Background: an optimization exercise with open tools, aiming at small area. Do not read the settings as production practice.
In this exercise RTL edits were held to simulation tests only and were not proved equivalent to the original.
No activity file was given, so power comes from the tool's default toggle rates.

`flow/design.v`:
```
module dm_spi_halfbit_timer (
  input  logic       clk,
  input  logic       rst,
  input  logic       run,
  input  logic [7:0] div,
  output logic       tick
);
  logic [7:0] cnt;
  always_ff @(posedge clk or posedge rst) begin
    if (rst) begin
      cnt <= '0;
    end else if (!run || cnt == div) begin
      cnt <= '0;
    end else begin
      cnt <= cnt + 8'd1;
    end
  end
  assign tick = run && (cnt == div);
endmodule
module dm_spi_array_master #(
  parameter int unsigned NCHAN      = 6,
  parameter int unsigned FRAME_BITS = 24,
  parameter int unsigned ADDR_W     = 14
) (
  input  logic              clk,
  input  logic              rst,
  input  logic              RamBusSel,
  input  logic              RamBusWrnRd,
  input  logic              RamBusLatch,
  input  logic [ADDR_W-1:0] RamBusAddress,
  input  logic [31:0]       RamBusDataIn,
  output logic [31:0]       RamBusDataOut,
  output logic              RamBusAck,
  input  logic              Pps,
  output logic              Sck,
  output logic [NCHAN-1:0]  Mosi,
  input  logic [NCHAN-1:0]  Miso,
  output logic [NCHAN-1:0]  nCs,
  output logic              nLDac
);
  localparam int unsigned OffCtrl   = 'h000;
  localparam int unsigned OffStatus = 'h004;
  localparam int unsigned OffChMask = 'h008;
  localparam int unsigned OffTxBase = 'h100;
  localparam int unsigned OffRxBase = 'h200;
  localparam int unsigned CtrlGo      = 0;
  localparam int unsigned CtrlLdacEn  = 1;
  localparam int unsigned CtrlPpsTrig = 2;
  localparam int unsigned CtrlDivLsb  = 8;
  localparam int unsigned StatBusy   = 0;
  localparam int unsigned StatDone   = 1;
  localparam int unsigned StatErr    = 2;
  localparam int unsigned StatArmed  = 3;
  localparam int unsigned StatCntLsb = 16;
  typedef enum logic [2:0] {
    StIdle,
    StArm,
    StSetup,
    StShift,
    StHold,
    StLdac
  } spiStateT;
  localparam int unsigned HalfLast = 2 * FRAME_BITS - 1;
  localparam int unsigned HcW      = $clog2(2 * FRAME_BITS);
  function automatic logic isReg(input logic [ADDR_W-1:0] a, input int unsigned off);
    logic [ADDR_W-1:0] o;
    o = ADDR_W'(off);
    isReg = (a[ADDR_W-1:2] == o[ADDR_W-1:2]);
  endfunction
  function automatic logic isBank(input logic [ADDR_W-1:0] a, input int unsigned base);
    logic [ADDR_W-1:0] b;
    b = ADDR_W'(base);
    isBank = (a[ADDR_W-1:6] == b[ADDR_W-1:6]) && (32'(a[5:2]) < NCHAN);
  endfunction
  spiStateT          state;
  logic              sckReg, nLDacReg;
  logic [NCHAN-1:0]  nCsReg, chMask;
  logic [HcW-1:0]    halfCnt;
  logic [7:0]        div;
  logic              ldacEn, ppsTrig, done, err;
  logic [15:0]       frameCnt;
  logic [2:0]        ppsSync;
  logic              accPrev, ackReg, wrEnReg;
  logic [ADDR_W-1:0] wrAddr;
  logic [31:0]       wrData, dataOutReg, rdData;
  logic [FRAME_BITS-1:0] txData  [NCHAN];
  logic [FRAME_BITS-1:0] rxData  [NCHAN];
  logic [FRAME_BITS-1:0] txShift [NCHAN];
  logic [FRAME_BITS-1:0] rxShift [NCHAN];
  logic tick, timerRun, busy, accStart, wrStrobe;
  logic wCtrl, wStatus, wMask, wTx;
  logic abort, goStart, startSetup, busyWriteErr, ppsEdge;
  logic sampleEn, shiftEn, frameEnd;
  logic unusedBits;
  assign busy     = (state != StIdle);
  assign timerRun = (state != StIdle) && (state != StArm);
  assign accStart = RamBusSel & RamBusLatch & ~accPrev;
  assign wrStrobe = ackReg & wrEnReg;
  assign ppsEdge  = ppsSync[1] & ~ppsSync[2];
  assign wCtrl   = isReg(wrAddr, OffCtrl);
  assign wStatus = isReg(wrAddr, OffStatus);
  assign wMask   = isReg(wrAddr, OffChMask);
  assign wTx     = isBank(wrAddr, OffTxBase);
  assign abort        = wrStrobe & wCtrl & (state == StArm) & (wrData == 32'd0);
  assign goStart      = wrStrobe & wCtrl & ~busy & wrData[CtrlGo];
  assign startSetup   = (goStart & ~wrData[CtrlPpsTrig]) | ((state == StArm) & ppsEdge & ~abort);
  assign busyWriteErr = wrStrobe & busy & ((wCtrl & ~abort) | wMask | wTx);
  assign sampleEn = tick & ((state == StSetup) |
                    ((state == StShift) & halfCnt[0] & (halfCnt != HcW'(HalfLast))));
  assign shiftEn  = tick & (state == StShift) & ~halfCnt[0];
  assign frameEnd = tick & (state == StHold);
  dm_spi_halfbit_timer uTimer (
    .clk  (clk),
    .rst  (rst),
    .run  (timerRun),
    .div  (div),
    .tick (tick)
  );
  always_comb begin
    rdData = '0;
    if (isReg(RamBusAddress, OffCtrl)) begin
      rdData = {16'd0, div, 5'd0, ppsTrig, ldacEn, 1'b0};
    end else if (isReg(RamBusAddress, OffStatus)) begin
      rdData = {frameCnt, 12'd0, (state == StArm), err, done, busy};
    end else if (isReg(RamBusAddress, OffChMask)) begin
      rdData[NCHAN-1:0] = chMask;
    end else begin
      for (int i = 0; i < NCHAN; i++) begin
        if (isBank(RamBusAddress, OffTxBase) && RamBusAddress[5:2] == 4'(i)) begin
          rdData[FRAME_BITS-1:0] = txData[i];
        end
        if (isBank(RamBusAddress, OffRxBase) && RamBusAddress[5:2] == 4'(i)) begin
          rdData[FRAME_BITS-1:0] = rxData[i];
        end
      end
    end
  end
  always_ff @(posedge clk or posedge rst) begin
    if (rst) begin
      accPrev    <= 1'b0;
      ackReg     <= 1'b0;
      wrEnReg    <= 1'b0;
      wrAddr     <= '0;
      wrData     <= '0;
      dataOutReg <= '0;
    end else begin
      accPrev    <= RamBusSel & RamBusLatch;
      ackReg     <= accStart;
      dataOutReg <= (accStart & ~RamBusWrnRd) ? rdData : 32'd0;
      if (accStart) begin
        wrEnReg <= RamBusWrnRd;
        wrAddr  <= RamBusAddress;
        wrData  <= RamBusDataIn;
      end
    end
  end
  always_ff @(posedge clk or posedge rst) begin
    if (rst) begin
      state    <= StIdle;
      sckReg   <= 1'b0;
      nCsReg   <= '1;
      nLDacReg <= 1'b1;
      halfCnt  <= '0;
      div      <= '0;
      ldacEn   <= 1'b0;
      ppsTrig  <= 1'b0;
      chMask   <= '0;
      done     <= 1'b0;
      err      <= 1'b0;
      frameCnt <= '0;
      ppsSync  <= '0;
    end else begin
      ppsSync <= {ppsSync[1:0], Pps};
      if (wrStrobe & wCtrl & (~busy | abort)) begin
        div     <= wrData[CtrlDivLsb +: 8];
        ppsTrig <= wrData[CtrlPpsTrig];
        ldacEn  <= wrData[CtrlLdacEn];
      end
      if (wrStrobe & wMask & ~busy) chMask <= wrData[NCHAN-1:0];
      if (busyWriteErr) err <= 1'b1;
      else if (wrStrobe & wStatus & wrData[StatErr]) err <= 1'b0;
      if (wrStrobe & wStatus & wrData[StatDone]) done <= 1'b0;
      if (startSetup) nCsReg <= ~chMask;
      unique case (state)
        StIdle: begin
          if (goStart) state <= wrData[CtrlPpsTrig] ? StArm : StSetup;
        end
        StArm: begin
          if (abort) state <= StIdle;
          else if (ppsEdge) state <= StSetup;
        end
        StSetup: begin
          if (tick) begin
            state   <= StShift;
            sckReg  <= 1'b1;
            halfCnt <= '0;
          end
        end
        StShift: begin
          if (tick) begin
            if (halfCnt == HcW'(HalfLast)) begin
              state <= StHold;
            end else begin
              sckReg  <= ~sckReg;
              halfCnt <= halfCnt + 1'b1;
            end
          end
        end
        StHold: begin
          if (tick) begin
            nCsReg   <= '1;
            done     <= 1'b1;
            frameCnt <= frameCnt + 16'd1;
            if (ldacEn) begin
              state    <= StLdac;
              nLDacReg <= 1'b0;
            end else begin
              state <= StIdle;
            end
          end
        end
        StLdac: begin
          if (tick) begin
            nLDacReg <= 1'b1;
            state    <= StIdle;
          end
        end
        default: state <= StIdle;
      endcase
    end
  end
  for (genvar i = 0; i < NCHAN; i++) begin : gCh
    always_ff @(posedge clk or posedge rst) begin
      if (rst) begin
        txData[i]  <= '0;
        rxData[i]  <= '0;
        txShift[i] <= '0;
        rxShift[i] <= '0;
      end else begin
        if (wrStrobe & ~busy & wTx & (wrAddr[5:2] == 4'(i))) begin
          txData[i] <= wrData[FRAME_BITS-1:0];
        end
        if (startSetup) txShift[i] <= chMask[i] ? txData[i] : '0;
        else if (shiftEn) txShift[i] <= txShift[i] << 1;
        if (sampleEn) rxShift[i] <= {rxShift[i][FRAME_BITS-2:0], Miso[i]};
        if (frameEnd & chMask[i]) rxData[i] <= rxShift[i];
      end
    end
    assign Mosi[i] = txShift[i][FRAME_BITS-1];
  end
  assign Sck           = sckReg;
  assign nCs           = nCsReg;
  assign nLDac         = nLDacReg;
  assign RamBusAck     = ackReg;
  assign RamBusDataOut = dataOutReg;
  assign unusedBits = ^{wrData, wrAddr[1:0], RamBusAddress[1:0]};
endmodule
```
`flow/run.sh`:
```
#!/bin/bash
# synth_recipe.tcl (not shown) runs the flow's synth.tcl, then flattens the netlist and writes it again
# the make line also repeats each setting of config.mk as NAME=value (left out here)
make -C /OpenROAD-flow-scripts/flow DESIGN_CONFIG=/design/flow/config.mk WORK_HOME=/design/flow/orfs CLKGATE_MAP_FILE= SYNTH_SCRIPT=/design/flow/synth_recipe.tcl finish
```
`flow/config.mk`:
```
export PLATFORM = sky130hd
export DESIGN_NAME = dm_spi_array_master
export DESIGN_NICKNAME = dm_spi_array_master
export VERILOG_FILES = /design/flow/design.v
export SDC_FILE = /design/flow/constraint.sdc
export NUM_CORES = 4
export LEC_CHECK = 0
export CAP_MARGIN = 20
export CORE_MARGIN = 2
export CORE_UTILIZATION = 40
export SLEW_MARGIN = 20
```
`flow/constraint.sdc`:
```
create_clock -name core_clock -period 8.0 [get_ports {clk}]
set_input_delay 1.6000 -clock core_clock [delete_from_list [all_inputs] [get_ports {clk}]]
set_output_delay 1.6000 -clock core_clock [all_outputs]
set_load 0.01 [all_outputs]
```
==> run notes <==
-- cells in the final DEF, fill, tap and decap left out, types with 11 or more instances in the layout --
| cell | n |
|---|---|
| xor2_1 | 11 |
| nand2_1 | 221 |
| a22o_1 | 18 |
| and3_1 | 39 |
| mux2i_1 | 96 |
| clkbuf_8 | 16 |
| a22oi_1 | 24 |
| buf_4 | 52 |
| xnor2_1 | 18 |
| mux2_2 | 470 |
| nand3_1 | 147 |
| a211o_1 | 25 |
| nand4_1 | 31 |
| o211ai_1 | 16 |
| clkdlybuf4s50_1 | 101 |
| a21oi_1 | 81 |
| nor3_1 | 24 |
| o22ai_1 | 22 |
| and2_1 | 34 |
| clkbuf_1 | 11 |
| a221oi_1 | 13 |
| nor2_1 | 70 |
| clkinv_2 | 15 |
| bufinv_16 | 11 |
| dfrtp_1 | 709 |
| o21ai_0 | 153 |
| nor4_1 | 17 |
| o21ai_1 | 31 |
| clkbuf_16 | 81 |
| nand2b_1 | 11 |
| a32oi_1 | 43 |
-- worst max-delay path, stage by stage --
cell and delay, ns:
clkdlybuf4s50_1 0.72, or4b_1 0.99, nor2_1 0.92, a32o_1 0.34, a2111oi_1 0.14, o41ai_1 0.82, a32o_1 0.26
-- power groups by stage --
stage / registers [mW] / clock network [mW] / logic [mW]
global route: 4.28 / 4.11 / 1.39
finish: 4.25 / 3.88 / 1.28
detailed placement: 4.31 / 0 / 1.29
floorplan: 4.13 / 0 / 0.988
global placement: 4.29 / 0 / 1.26
CTS: 4.25 / 3.96 / 1.29
-- registers in the layout (all words and copies together) (netlist names), 3 cells and up --
signal,cells
rxData,144
rxShift,144
txData,144
txShift,144
dataOutReg,32
wrData,32
frameCnt,16
wrAddr,12
div,8
uTimer.cnt,8
chMask,6
halfCnt,6
nCsReg,6
ppsSync,3
state,3
-- cell type report --
type                            instances  share of cell area, %
Sequential cell                       717                   48.4
Multi-Input combinational cell       1779                   36.3
Clock buffer                          108                   6.17
Timing Repair Buffer                  161                   4.14
Tap cell                             1060                   3.57
Clock inverter                         37                   1.35
Inverter                               11                  0.121
Antenna cell                            3                 0.0202
-- kinds of logic (layout without fill, tap and decap cells) --
kind of cell             after synthesis  after routing  synth area share (%)
AND/OR/NAND/NOR                      674            674                  10.7
adder cells (fa/ha/maj)                3              3                 0.116
flip-flops                           717            717                  55.7
buffers and inverters                214            317                  3.06
multiplexers                         566            566                  19.4
other                                  0              3                     0
AO/OA/AOI/OAI                        507            507                  10.3
XOR/XNOR                              29             29                 0.787
-- layer usage --
metal,vias up,GRT usage [%],share of wire (%)
met3,167,4.79,7.5
met2,965,38.9,43
met1,12200,39.4,45
met4,0,10.3,3.8
met5,-,0,0
li1,10000,-,-
-- worst paths after layout --
| path | end | slack (ns) |
|---|---|---|
| min | ppsSync[1] | 0.37 |
| min in group asynchronous | ackReg | 1.30 |
| min reg2reg | ppsSync[1] | 0.37 |
| max reg2reg | rxShift[0][23] | 3.85 |
| max in group asynchronous | dataOutReg[22] | 4.88 |
| max | dataOutReg[18] | 2.74 |
-- synthesized netlist by cell type (all sizes together), types with 4 or more instances --
cell	count
a21oi	81
nor2	78
or2	5
a22oi	24
xnor2	18
nand2	225
a221o	5
nand2b	11
clkbuf	93
and3	39
o22ai	23
or4	4
mux2i	96
o221ai	9
dfstp	7
and2	34
inv	11
nand4	31
xor2	11
nor3b	5
dfrtp	710
o211ai	16
nand3	147
o2111ai	4
a31oi	10
a21o	5
nor2b	7
a211oi	5
a22o	18
or3	9
a221oi	13
a211o	25
nor3	32
nor4	28
mux2	470
o21ai	184
o32ai	7
nand3b	4
a32oi	43
o311ai	5
buf	110
and4	4
==> run notes <==
vias 23300; io pins around 110; crit path time final around 5.3 ns; Total GRT Usage between 20% and 30%; Pleak about 17 nW; full die area approximately 83000 um2; setup TNS 0 ns; unrepaired setup endpoints after global routing false; Post-Syn Nets approximately 2800; Crit. End Element flop; CTS tree built; vias in the first global route between 20000 and 25000; row count 104; Switching Power 2.59 mW; Clock Skews a little under 0.03 ns; Fmax ~190 MHz; Pwr Total about 9.4 mW; #FFs+latches synth 717; ANT nets after route 0; final setup fails 0; Netlist Area Pre-Place 32300 um2; Worst-Margin Slew 1.14 ns; synth unique cells 81; synthesized instance count approximately 2700; HPWL Detailed 78.1 mm; Sink Count roughly 700; post-synthesis async set-or-reset flop share 100%; Congestion Overflow GR 0; max_cap viols 0; Syn Area/Cell between 10 and 15 um2; sequential area share after synthesis ~56%; Nets about 2800; DR pass1 iterations 6; largest net degree at the start of global routing around 200; Synth Warn # 6; path depth of the worst reg2reg path 7; Worst R2R Start div[2]; Comb power frac a little over an eighth; Switching Fraction 27.5%; utilization after layout 46.3%; Placement Setup Slack 2.29 ns; Clk Tree Root Cell clkbuf_16; WHS Path Cells 0; worst-case hold slack about 0.37 ns; Reg area about 18000 um2; Clock Path Buffers 3; Die Ht between 200 and 300 um; Tcrit/Tclk final 65.8%; Starting DRT DRC Count between 2000 and 3000; CTS buffer count 78; Worst slew margin 23.8%; Area contributors post-synth dfrtp_1 55%, mux2_2 16%, mux2i_1 3.0%; Worst EP arrival about 5.8 ns; CP Launch Type input pin; dpl cell area 34300 um2; worst setup path startpoint RamBusAddress[7]; clock latency (worst-skew pair) around 0.64 ns; internal power 6.82 mW; Post-Layout Cell Count 3876; CP Class in -> reg; sequential share of power about 45%; DR DRC count 0; fin. max-slew vios 0; # fillers approximately 7200; Layout area overhead 15.1%; routed vias/inst between 6 and 7; hold crit path type reg -> reg; hold_buf cts 0; Clk pwr share roughly two fifths; Critical Path RT roughly 8.6 ns; WL final 110 mm; status finished clean; Max IR drop VDD around 0.14 mV; ys flop type dfrtp_1; initial antenna violation count 6; share of layout cells above drive strength 1 25.6%; Synth top area share about 55%; die width between 200 and 300 um; first-pass GRT wire length 161 mm; Post-CTS Resized 0; final hold violation count 0; Starting Density 40.2%; Multi-input gate area between 10000 and 15000 um2; design area approximately 37000 um2; input/output buffers just over 100; CP Max Fanout 12; hold path start ppsSync[0]; CTS HTree Levels 3; number of instances in the placed design between 3000 and 4000; Core Box Area 80200 um2; gpl congestion 0.985; Post-CTS Setup Inserts 0; Post-synth EDFFs 0; Yosys top cell by area dfrtp_1; wire per inst 28.5 um; Pwr per Cell Area about 250 nW/um2; Clock transition at path regs 0.06 ns; final worst setup slack 2.74 ns

[what the ideal ports hide]
Ports are ideal in the flow. The routed layout listed here was re-timed in OpenROAD.
Step 1 assumes that a clkbuf_16 drives the clock port and a buf_2 every other input.
Step 2 adds t to the input delays and takes it off the output delays; t is the mean of the earliest and latest rising clock arrival at the registers after step 1. Input paths then give back, and output paths get back, about the clock's delay inside the block.
a / b / c = ideal / step 1 / step 2; a / b = the first two.
t (ns): 0.685
setup slack, ns: 2.740 / 2.779 / 2.094
slew at the worst register clock pin (ns): 0.07 / 0.07
worst slew at a driven data input, ns: 0.04
After both steps this run still meets setup and hold. The setup slack of this run moves by +0.039 ns with the drivers and by -0.646 ns with both steps.
